Background: an optimization exercise with open tools, aiming at small area and a short achievable clock period. Do not read the settings as production practice. Only simulation tests tie the RTL to the original design; equivalence was not proved. Power and IR drop assume default switching activity.

==> flow/design.v <==
module apb_regbank_aoi3 (
  input  logic a0, s0, a1, s1, a2, s2,
  output logic y
);
  assign y = !((a0 && s0) || (a1 && s1) || (a2 && s2));
endmodule
module apb_regbank_nand4 (
  input  logic a, b, c, d,
  output logic y
);
  assign y = !(a && b && c && d);
endmodule
module apb_regbank_nor2 (
  input  logic a, b,
  output logic y
);
  assign y = !(a || b);
endmodule
module apb_regbank_aoi21 (
  input  logic a1, a2, b1,
  output logic y
);
  assign y = !((a1 && a2) || b1);
endmodule
module apb_slave_regbank #(
  parameter int                          NUM_SLAVES  = 3,
  parameter int                          ADDR_WIDTH  = 32,
  parameter int                          DATA_WIDTH  = 32,
  parameter int                          DEPTH       = 16,
  parameter int                          WAIT_CYCLES = 0,
  parameter logic [DATA_WIDTH-1:0]       RESET_VALUE = '0
) (
  input  logic                    pclk,
  input  logic                    presetn,
  input  logic [NUM_SLAVES-1:0]   psel,
  input  logic                    penable,
  input  logic                    pwrite,
  input  logic [ADDR_WIDTH-1:0]   paddr,
  input  logic [DATA_WIDTH-1:0]   pwdata,
  input  logic [DATA_WIDTH/8-1:0] pstrb,
  output logic [DATA_WIDTH-1:0]   prdata,
  output logic                    pready,
  output logic                    pslverr
);
  localparam int NB  = DATA_WIDTH / 8;
  localparam int LSB = $clog2(NB);
  localparam int IW  = $clog2(DEPTH);
  localparam int NW  = NUM_SLAVES * DEPTH;
  logic [DATA_WIDTH-1:0] mem [NW];
  logic [NW-1:0]         valid;                
  logic [NW-1:0]         wsel_n;               
  logic [NB-1:0]         wstrb_q;              
  logic [NW-1:0]         wsel;                 
  logic                  acc;                  
  logic                  err_q;
  logic [DATA_WIDTH-1:0] rd_q;
  logic [IW-1:0]         word;
  logic                  setup, onehot, err;
  logic [NW-1:0]         dec;
  logic [DATA_WIDTH-1:0] rd, wd;
  assign word   = paddr[LSB +: IW];
  assign setup  = (psel != '0) && !penable;
  assign onehot = (psel != '0) && ((psel & (psel - 1'b1)) == '0);
  assign err    = !onehot || (paddr[LSB-1:0] != '0) || ((paddr >> (LSB + IW)) != '0);
  always_comb
    for (int s = 0; s < NUM_SLAVES; s++)
      for (int w = 0; w < DEPTH; w++)
        dec[s*DEPTH+w] = psel[s] && (word == IW'(w));
  logic [NW-1:0]         rsel;
  logic [DATA_WIDTH-1:0] rdn [DEPTH];
  assign rsel = dec & valid;
  for (genvar w = 0; w < DEPTH; w++) begin : g_word
    for (genvar b = 0; b < DATA_WIDTH; b++) begin : g_bit
      apb_regbank_aoi3 u_aoi (
        .a0(mem[w][b]), .s0(rsel[w]),
        .a1(mem[DEPTH + w][b]), .s1(rsel[DEPTH + w]),
        .a2(mem[2*DEPTH + w][b]), .s2(rsel[2*DEPTH + w]),
        .y(rdn[w][b]));
    end
  end
  logic rd_ok;
  assign rd_ok = !(pwrite || err);
  for (genvar b = 0; b < DATA_WIDTH; b++) begin : g_rd
    logic [3:0] t;
    logic [1:0] m;
    for (genvar k = 0; k < 4; k++) begin : g_t
      apb_regbank_nand4 u_t (.a(rdn[4*k][b]), .b(rdn[4*k+1][b]), .c(rdn[4*k+2][b]), .d(rdn[4*k+3][b]), .y(t[k]));
    end
    apb_regbank_nor2 u_m0 (.a(t[0]), .b(t[1]), .y(m[0]));
    apb_regbank_nor2 u_m1 (.a(t[2]), .b(t[3]), .y(m[1]));
    apb_regbank_aoi21 u_y (.a1(m[0]), .a2(m[1]), .b1(!rd_ok), .y(rd[b]));
  end
  always_ff @(posedge pclk) begin
    rd_q    <= rd;
    err_q   <= err;
    wstrb_q <= pstrb;
  end
  always_ff @(posedge pclk or negedge presetn)
    if (!presetn) begin
      acc    <= 1'b0;
      wsel_n <= '1;
    end else begin
      acc    <= setup;
      wsel_n <= (setup && pwrite && !err) ? ~dec : '1;
    end
  assign pready  = acc;
  assign pslverr = err_q;
  assign prdata  = rd_q;
  assign wsel = ~wsel_n;
  always_comb
    for (int b = 0; b < NB; b++) wd[8*b +: 8] = wstrb_q[b] ? pwdata[8*b +: 8] : 8'd0;
  always_ff @(posedge pclk or negedge presetn)
    if (!presetn) valid <= '0;
    else          valid <= valid | wsel;
  always_ff @(posedge pclk)
    for (int i = 0; i < NW; i++)
      for (int b = 0; b < NB; b++)
        if (wsel[i] && (wstrb_q[b] || !valid[i])) mem[i][8*b +: 8] <= wd[8*b +: 8];
endmodule
Settings: LEC_CHECK=0, CAP_MARGIN=20, CORE_MARGIN=2, CORE_UTILIZATION=35, CTS_BUF_LIST=sky130_fd_sc_hd__clkbuf_8, CTS_CLUSTER_DIAMETER=60, CTS_CLUSTER_SIZE=16, SETUP_SLACK_MARGIN=3.4, SLEW_MARGIN=20, SYNTH_HIERARCHICAL=1; clock period 6.0 ns.
run.sh (not shown) runs the stock make flow with config.mk's settings and CLKGATE_MAP_FILE= SYNTH_SCRIPT=/design/flow/synth_recipe.tcl, a recipe that flattens the netlist after the stock synthesis.
Change:
==> flow/flow/run.sh (new file) <==
#!/bin/bash
set -euo pipefail
bash standard.sh MATCH_CELL_FOOTPRINT=0 finish > standard_flow.log 2>&1
==> flow/standard.sh (new file) <==
#!/bin/bash
# synth_recipe.tcl (not shown) runs the flow's synth.tcl, then flattens the netlist and writes it again
# the make line also repeats each setting of config.mk as NAME=value (left out here)
make -C /OpenROAD-flow-scripts/flow DESIGN_CONFIG=/design/flow/config.mk WORK_HOME=/design/flow/orfs CLKGATE_MAP_FILE= SYNTH_SCRIPT=/design/flow/synth_recipe.tcl "${@:-finish}"
CORE_UTILIZATION = 30   (was 35)
removed: flow/run.sh
Effect: The new run finished clean; power goes up by 0.57%; area after synthesis is unchanged; clock-buffer cell count stays the same; maximum frequency grows by 0.41%.
Change:
==> flow/run.sh (new file) <==
#!/bin/bash
# synth_recipe.tcl (not shown) runs the flow's synth.tcl, then flattens the netlist and writes it again
# the make line also repeats each setting of config.mk as NAME=value (left out here)
make -C /OpenROAD-flow-scripts/flow DESIGN_CONFIG=/design/flow/config.mk WORK_HOME=/design/flow/orfs CLKGATE_MAP_FILE= SYNTH_SCRIPT=/design/flow/synth_recipe.tcl finish
SETUP_SLACK_MARGIN = 3.0   (was 3.4)
removed: flow/flow/run.sh
removed: flow/standard.sh
Effect:
- final area decreases by 0.65%
- non-clock buffer count shrinks by 15
- synthesized area is unchanged
- maximum frequency fell by 14%
- clock-buffer cell count goes up by 12
- total power climbs by 1.8%
- sequential power hardly moves
- routed wire length drops by 0.67%
- clock skew falls by 9.2 ps
Change:
SETUP_SLACK_MARGIN = 4.3   (was 3.0)
What happened: Synthesized cell count is unchanged. Setup slack improves by 430 ps. Final area went up by 9.3%. Global-route usage went up by 0.83 points. Die area does not change.

========
run 1:
Starts from the design.v that is shown in full above.
make LEC_CHECK=0 CAP_MARGIN=20 CORE_MARGIN=2 CORE_UTILIZATION=30 CTS_BUF_LIST=sky130_fd_sc_hd__clkbuf_8 CTS_CLUSTER_DIAMETER=60 CTS_CLUSTER_SIZE=16 SETUP_SLACK_MARGIN=3.4 SLEW_MARGIN=20 SYNTH_HIERARCHICAL=1 finish   # period 6.0 ns
Stock flow here: none of the scripts above is used.
Modified inputs, run 2 compared to run 1
Settings: changing CTS_BUF_LIST from sky130_fd_sc_hd__clkbuf_8 to sky130_fd_sc_hd__clkbuf_8 sky130_fd_sc_hd__clkbuf_16.
--- outcome ---
Detailed route, run 2 vs run 1: via total higher for run 2. Clock-pin slew reported for the worst setup and hold paths after clock tree synthesis down 30 ps in run 2 wrt run 1. Summary — power share of the clock group, run 2 relative to run 1: higher, by 7.3 points. Compared with run 1, run 2 shows routed length per placed instance higher by about 0.9%. Comparing hold slack for run 1 and run 2, the smaller number came from run 1. Reported for run 1 and run 2, die width turned out identical to the last digit. In terms of count of multi-input combinational gates, run 1 and run 2 differ only marginally. Compared with run 1, run 2 shows sum of routed wire length over all layers higher by about 1.4%. Compared with run 1, run 2 shows a higher transition time of the tightest slew-check pin. Diff run 1 -> run 2 | combinational power | up by a few percent.
Inputs modified between run 2 and run 3:
Settings: CTS_BUF_LIST: sky130_fd_sc_hd__clkbuf_8 sky130_fd_sc_hd__clkbuf_16 -> sky130_fd_sc_hd__clkbuf_8; SETUP_SLACK_MARGIN: 3.4 -> 3.8.
Delta (run 3 minus run 2): post-route total power fell by 9.7%, global-route usage went up 0.90 points, time the final worst path needs with I/O delays and setup went up 51 ps, area growth from synthesis to layout went up by 0.15 points.
Against run 2, routed wire length in run 3 came out worse.
Run 2 → run 3: leftover overflow at the end of global routing flat; multi-input logic area now larger; share of total power in the clock network now sits lower.
Utilization across run 3 and run 2: no real change.
Run 3 and run 2 all finish clean.

## separate check: timing with driven ports
The flow's constraints put no driver on any port. The routed layouts listed below were extracted and timed again, unchanged, in two steps.
Step 1, drivers: a clkbuf_16 drives pclk and a buf_2 each remaining input, both assumed.
Step 2 moves the port delays by t, midway between the first and last clock arrival at a register: inputs arrive t later, outputs are due t later. That takes back most of the time a late clock gives input paths.
a / b / c = ideal ports / drivers / drivers and shift; a / b = the first two.
| run | t, ns | slack for setup (ns) | worst setup path after step 2 | latest minus earliest clock arrival (ns) | cell pins on the clock port's net |
|---|---|---|---|---|---|
| the first run of note 1 | 0.901 | 3.327 / 3.327 / 2.462 | input to register | 0.060 / 0.060 | 1 |
| the second run of note 1 | 0.940 | 3.338 / 3.265 / 2.447 | input to register | 0.052 / 0.052 | 1 |
| the third run of note 1 | 0.955 | 2.892 / 2.936 / 1.982 | input to register | 0.055 / 0.055 | 1 |
| the fourth run of note 1 | 0.955 | 3.324 / 3.249 / 2.496 | input to register | 0.063 / 0.063 | 1 |
| run 1 | 0.955 | 3.298 / 3.229 / 2.458 | input to register | 0.054 / 0.055 | 1 |
| run 2 | 0.841 | 3.337 / 3.333 / 2.492 | input to register | 0.038 / 0.038 | 1 |
| run 3 | 0.979 | 3.286 / 3.127 / 2.147 | input to register | 0.071 / 0.071 | 1 |
After both steps every run listed still meets setup and hold. For run 3, which loses most, drivers alone change the setup slack by -0.159 ns; drivers and shift together by -1.139 ns.
